This design comes from an exercise in tuning for small area, a short achievable clock period and few clock cycles per item on the open sky130 flow, not from production work.
RTL that was checked went through simulation tests only; none was proved equivalent to the original.
The clock input has no modelled driver; a real chip could not lean on it and would need a root buffer or a full tree.
Power figures rest on the tool's default switching activity, not on a simulated workload.

==> flow/design.v <==
`timescale 1ns/10ps
`default_nettype none
module wr_req_merge_top (
  input  wire                                        clk,
  input  wire                                        rst_n,
  input  wire [5-1:0]                    req_en,
  input  wire [5*32-1:0] req_data,
  output logic [5-1:0]                   req_avail_in,
  input  wire                                        avail_out,
  output logic                                       out_en,
  output logic [32-1:0]              out_data
);
  localparam int P = 5;
  localparam int DW = 32;
  localparam int BL = 4;
  logic [DW-1:0] slot [0:P*BL-1];
  logic [P*BL-1:0] v;         
  logic [P*BL-1:0] wp;        
  logic [P*BL-1:0] le;        
  logic [P*BL-1:0] rd;        
  logic [P-1:0] we;
  logic [P-1:0] full;
  logic av_r;
  logic active;               
  logic [P-1:0] cur;          
  logic [BL-1:0] widx;        
  logic [P*BL-1:0] sel;       
  logic [P-1:0] nxt;          
  logic nv;
  logic [P-1:0] rr;           
  logic [P-1:0] cand;
  logic [P-1:0] pick;
  logic any;
  logic send;
  logic last;
  logic load;
  assign cand = full & ~(cur & {P{active}}) & ~(nxt & {P{nv}});
  assign any = |cand;
  always_comb begin
    logic found;
    pick = '0;
    found = 1'b0;
    for (int k = 0; k < P; k++) begin
      for (int i = 0; i < P; i++) begin
        if (rr[k] && !found && cand[(k + i) % P]) begin
          pick[(k + i) % P] = 1'b1;
          found = 1'b1;
        end
      end
    end
  end
  assign send = av_r && active;
  assign last = send && widx[BL-1];
  assign load = last || !active;
  for (genvar i = 0; i < P; i++) begin : gen_sel
    assign sel[BL*i +: BL] = widx & {BL{cur[i]}};
    assign rd[BL*i +: BL] = sel[BL*i +: BL] & {BL{send}};
  end
  always_ff @(posedge clk or negedge rst_n) begin
    if (!rst_n) begin
      av_r <= 1'b0;
      active <= 1'b0;
      cur <= '0;
      widx <= BL'(1);
      nxt <= '0;
      nv <= 1'b0;
      rr <= P'(1);
      out_en <= 1'b0;
    end else begin
      av_r <= avail_out;
      out_en <= send;
      if (load) begin
        cur <= nv ? nxt : pick;
        active <= nv || any;
        widx <= BL'(1);
      end else if (send) begin
        widx <= {widx[BL-2:0], widx[BL-1]};
      end
      if (!load && !nv) begin
        nxt <= pick;
        nv <= any;
      end else if (load) begin
        nv <= 1'b0;
      end
      if (!nv && any) begin
        rr <= {pick[P-2:0], pick[P-1]};
      end
    end
  end
  for (genvar i = 0; i < P; i++) begin : gen_client
    logic [BL-1:0] wpi;
    logic [BL-1:0] wpn;
    logic [BL-1:0] wpx;
    logic [BL-1:0] vn;
    logic [BL-1:0] fr;
    assign wpi = wp[BL*i +: BL];
    assign wpn = {wpi[BL-2:0], wpi[BL-1]};
    assign we[i] = req_en[i] && (|le[BL*i +: BL]);
    assign vn = (v[BL*i +: BL] & ~rd[BL*i +: BL]) | (wpi & {BL{we[i]}});
    assign wpx = we[i] ? wpn : wpi;
    for (genvar j = 0; j < BL; j++) begin : gen_slot
      always_ff @(posedge clk) begin
        if (le[BL*i+j]) begin
          slot[BL*i+j] <= req_data[DW*i +: DW];
        end
      end
    end
    always_ff @(posedge clk or negedge rst_n) begin
      if (!rst_n) begin
        v[BL*i +: BL] <= '0;
        le[BL*i +: BL] <= '0;
        full[i] <= 1'b0;
        wp[BL*i +: BL] <= BL'(1);
        req_avail_in[i] <= 1'b0;
      end else begin
        v[BL*i +: BL] <= vn;
        le[BL*i +: BL] <= wpx & ~vn;
        full[i] <= &vn;
        wp[BL*i +: BL] <= wpx;
        req_avail_in[i] <= |(wpx & ~vn);
      end
    end
  end
  always_ff @(posedge clk) begin
    logic [DW-1:0] d;
    d = '0;
    for (int k = 0; k < P*BL; k++) begin
      d = d | (slot[k] & {DW{sel[k]}});
    end
    out_data <= d;
  end
endmodule
`default_nettype wire
export LEC_CHECK = 0
export CAP_MARGIN = 20
export CORE_MARGIN = 2
export CORE_UTILIZATION = 70
export SETUP_SLACK_MARGIN = 3.5
export SLEW_MARGIN = 20
create_clock -name core_clock -period 5.5 [get_ports {clk}]
standard.sh (not shown) runs the stock make flow with config.mk's settings and CLKGATE_MAP_FILE= SYNTH_SCRIPT=/design/flow/synth_recipe.tcl, a recipe that flattens the netlist after the stock synthesis.
==> flow/flow/run.sh <==
#!/bin/bash
set -euo pipefail
here=$(cd "$(dirname "${BASH_SOURCE[0]}")" && pwd)
export CTS_ARGS="-sink_clustering_enable -repair_clock_nets -dont_use_dummy_load -sink_clustering_size 30 -sink_clustering_max_diameter 60 -buf_list sky130_fd_sc_hd__clkbuf_16"
export POST_CTS_TCL="$here/collapse_root.tcl"
export BUFFER_PORTS_ARGS="-buffer_cell sky130_fd_sc_hd__buf_2"
export PRE_DETAIL_PLACE_TCL="$here/io_pull.tcl"
bash standard.sh > standard_flow.log 2>&1
Other scripts of this flow, unchanged in this note and not shown: flow/flow/collapse_root.tcl, flow/flow/io_pull.tcl
Then changed:
--- a/flow/design.v
+++ b/flow/design.v
@@ -54,6 +54,5 @@
   assign load = last || !active;
   for (genvar i = 0; i < P; i++) begin : gen_sel
-    assign sel[BL*i +: BL] = widx & {BL{cur[i]}};
-    assign rd[BL*i +: BL] = sel[BL*i +: BL] & {BL{send}};
+    assign rd[BL*i +: BL] = widx & {BL{send && cur[i]}};
   end
   always_ff @(posedge clk or negedge rst_n) begin
@@ -63,4 +62,5 @@
       cur <= '0;
       widx <= BL'(1);
+      sel <= '0;
       nxt <= '0;
       nv <= 1'b0;
@@ -74,6 +74,12 @@
         active <= nv || any;
         widx <= BL'(1);
+        for (int i = 0; i < P; i++) begin
+          sel[BL*i +: BL] <= {BL{nv ? nxt[i] : pick[i]}} & BL'(1);
+        end
       end else if (send) begin
         widx <= {widx[BL-2:0], widx[BL-1]};
+        for (int i = 0; i < P; i++) begin
+          sel[BL*i +: BL] <= {BL{cur[i]}} & {widx[BL-2:0], widx[BL-1]};
+        end
       end
       if (!load && !nv) begin
Effect:
- sequential cell count grows by 20
- core utilization shrinks by 0.84 points
- worst setup slack degrades by 37 ps
- clock-buffer cell count does not change
- worst hold slack degrades by 14 ps
- total power shrinks by 7.9%
- fmax shrinks by 1.8%
- synthesized area grows by 2.1%
- global-route usage grows by 0.91 points
- clock power is about the same
Function was not checked in any run of this note: the RTL went through the layout flow alone.

---

// wr_req_merge_top: RTL as listed in full above, without the edits since
export LEC_CHECK = 0
export CAP_MARGIN = 20
export CORE_MARGIN = 2
export CORE_UTILIZATION = 70
export SETUP_SLACK_MARGIN = 3.5
export SLEW_MARGIN = 20
create_clock -name core_clock -period 5.5 [get_ports {clk}]
==> flow/flow/run.sh <==
#!/bin/bash
set -euo pipefail
here=$(cd "$(dirname "${BASH_SOURCE[0]}")" && pwd)
export CTS_ARGS="-sink_clustering_enable -repair_clock_nets -dont_use_dummy_load -sink_clustering_size 30 -sink_clustering_max_diameter 60 -buf_list sky130_fd_sc_hd__clkbuf_16"
export POST_CTS_TCL="$here/collapse_root.tcl"
export BUFFER_PORTS_ARGS="-buffer_cell sky130_fd_sc_hd__buf_2"
bash standard.sh > standard_flow.log 2>&1
==> flow/flow/collapse_root.tcl <==
set block [ord::get_db_block]
set clk_net [[$block findBTerm clk] getNet]
set loads {}
foreach it [$clk_net getITerms] {
  if {[[$it getMTerm] getIoType] eq "INPUT"} { lappend loads $it }
}
if {[llength $loads] == 1} {
  set root [[lindex $loads 0] getInst]
  set root_net ""
  foreach it [$root getITerms] {
    if {[[$it getMTerm] getIoType] eq "OUTPUT"} { set root_net [$it getNet] }
  }
  set outs {}
  foreach it [$root_net getITerms] {
    if {[[$it getMTerm] getIoType] eq "INPUT"} { lappend outs $it }
  }
  if {[string match *clkbuf* [[$root getMaster] getName]] && [llength $outs] <= 4} {
    puts "collapse_root: [$root getName] drove [llength $outs] cells; the clock port drives them now"
    foreach it $outs {
      $it disconnect
      $it connect $clk_net
    }
    odb::dbInst_destroy $root
    odb::dbNet_destroy $root_net
  } else {
    puts "collapse_root: root [$root getName] drives [llength $outs] cells; tree kept"
  }
}
Next try:
--- a/flow/design.v
+++ b/flow/design.v
@@ -13,12 +13,11 @@
   localparam int P = 5;
   localparam int DW = 32;
   localparam int BL = 4;
   logic [DW-1:0] slot [0:P*BL-1];
-  logic [P*BL-1:0] v;         
+  logic [P*(BL+1)-1:0] cnt;   
   logic [P*BL-1:0] wp;        
   logic [P*BL-1:0] le;        
-  logic [P*BL-1:0] rd;        
   logic [P-1:0] we;
   logic [P-1:0] full;
   logic av_r;
   logic active;               
@@ -53,9 +52,8 @@
   assign last = send && widx[BL-1];
   assign load = last || !active;
   for (genvar i = 0; i < P; i++) begin : gen_sel
     assign sel[BL*i +: BL] = widx & {BL{cur[i]}};
-    assign rd[BL*i +: BL] = sel[BL*i +: BL] & {BL{send}};
   end
   always_ff @(posedge clk or negedge rst_n) begin
     if (!rst_n) begin
       av_r <= 1'b0;
@@ -88,17 +86,19 @@
     end
   end
   for (genvar i = 0; i < P; i++) begin : gen_client
     logic [BL-1:0] wpi;
-    logic [BL-1:0] wpn;
     logic [BL-1:0] wpx;
-    logic [BL-1:0] vn;
-    logic [BL-1:0] fr;
+    logic [BL:0] ci;
+    logic rdi;
+    logic fulln;
     assign wpi = wp[BL*i +: BL];
-    assign wpn = {wpi[BL-2:0], wpi[BL-1]};
-    assign we[i] = req_en[i] && (|le[BL*i +: BL]);
-    assign vn = (v[BL*i +: BL] & ~rd[BL*i +: BL]) | (wpi & {BL{we[i]}});
-    assign wpx = we[i] ? wpn : wpi;
+    assign ci = cnt[(BL+1)*i +: BL+1];
+    assign we[i] = req_en[i];
+    assign rdi = send && cur[i];
+    assign wpx = we[i] ? {wpi[BL-2:0], wpi[BL-1]} : wpi;
+    assign fulln = !rdi && (we[i] ? ci[BL-1] : ci[BL]);
+    assign full[i] = ci[BL];
     for (genvar j = 0; j < BL; j++) begin : gen_slot
       always_ff @(posedge clk) begin
         if (le[BL*i+j]) begin
           slot[BL*i+j] <= req_data[DW*i +: DW];
@@ -106,19 +106,21 @@
       end
     end
     always_ff @(posedge clk or negedge rst_n) begin
       if (!rst_n) begin
-        v[BL*i +: BL] <= '0;
+        cnt[(BL+1)*i +: BL+1] <= (BL+1)'(1);
         le[BL*i +: BL] <= '0;
-        full[i] <= 1'b0;
         wp[BL*i +: BL] <= BL'(1);
         req_avail_in[i] <= 1'b0;
       end else begin
-        v[BL*i +: BL] <= vn;
-        le[BL*i +: BL] <= wpx & ~vn;
-        full[i] <= &vn;
+        if (we[i] && !rdi) begin
+          cnt[(BL+1)*i +: BL+1] <= {ci[BL-1:0], 1'b0};
+        end else if (rdi && !we[i]) begin
+          cnt[(BL+1)*i +: BL+1] <= {1'b0, ci[BL:1]};
+        end
+        le[BL*i +: BL] <= wpx & {BL{!fulln}};
         wp[BL*i +: BL] <= wpx;
-        req_avail_in[i] <= |(wpx & ~vn);
+        req_avail_in[i] <= !fulln;
       end
     end
   end
   always_ff @(posedge clk) begin
=> Final area shrinks by 1.5%; total power came out lower by 12%; worst setup slack improved by 27 ps; register-to-register slack gains 50 ps; synthesized cell count hardly moves; final cell count drops by 2.1%.
Testbench counts after the change, summed over its fixed seeds: cycles 11,916, items 9,752.
The RTL of the first run of this note was laid out without a check of its function.

## separate check: timing with driven ports
In the flow no input, the clock included, has a driving cell. The finished layouts below were timed again as built, in two steps.
Step 1, drivers: a clkbuf_16 drives clk and a buf_2 each remaining input, both assumed.
Step 2 also shifts input and output timing later by t, the mid clock arrival at the registers, as if the neighbouring blocks saw the same clock.
Three values: no drivers, after step 1, after step 2; two values: the first two.
run | t (ns) | setup slack, ns | cell pins on the clock port's net
the first run of note 1 | 0.504 | 3.448 / 3.375 / 3.028 | 4
the second run of note 1 | 0.504 | 3.410 / 3.349 / 3.005 | 4
the first run of note 2 | 0.499 | 3.469 / 3.352 / 3.051 | 4
the second run of note 2 | 0.490 | 3.496 / 3.379 / 3.184 | 4
After both steps every run listed still meets setup and hold. For the first run of note 1, which loses most, drivers alone change the setup slack by -0.073 ns; drivers and shift together by -0.420 ns.
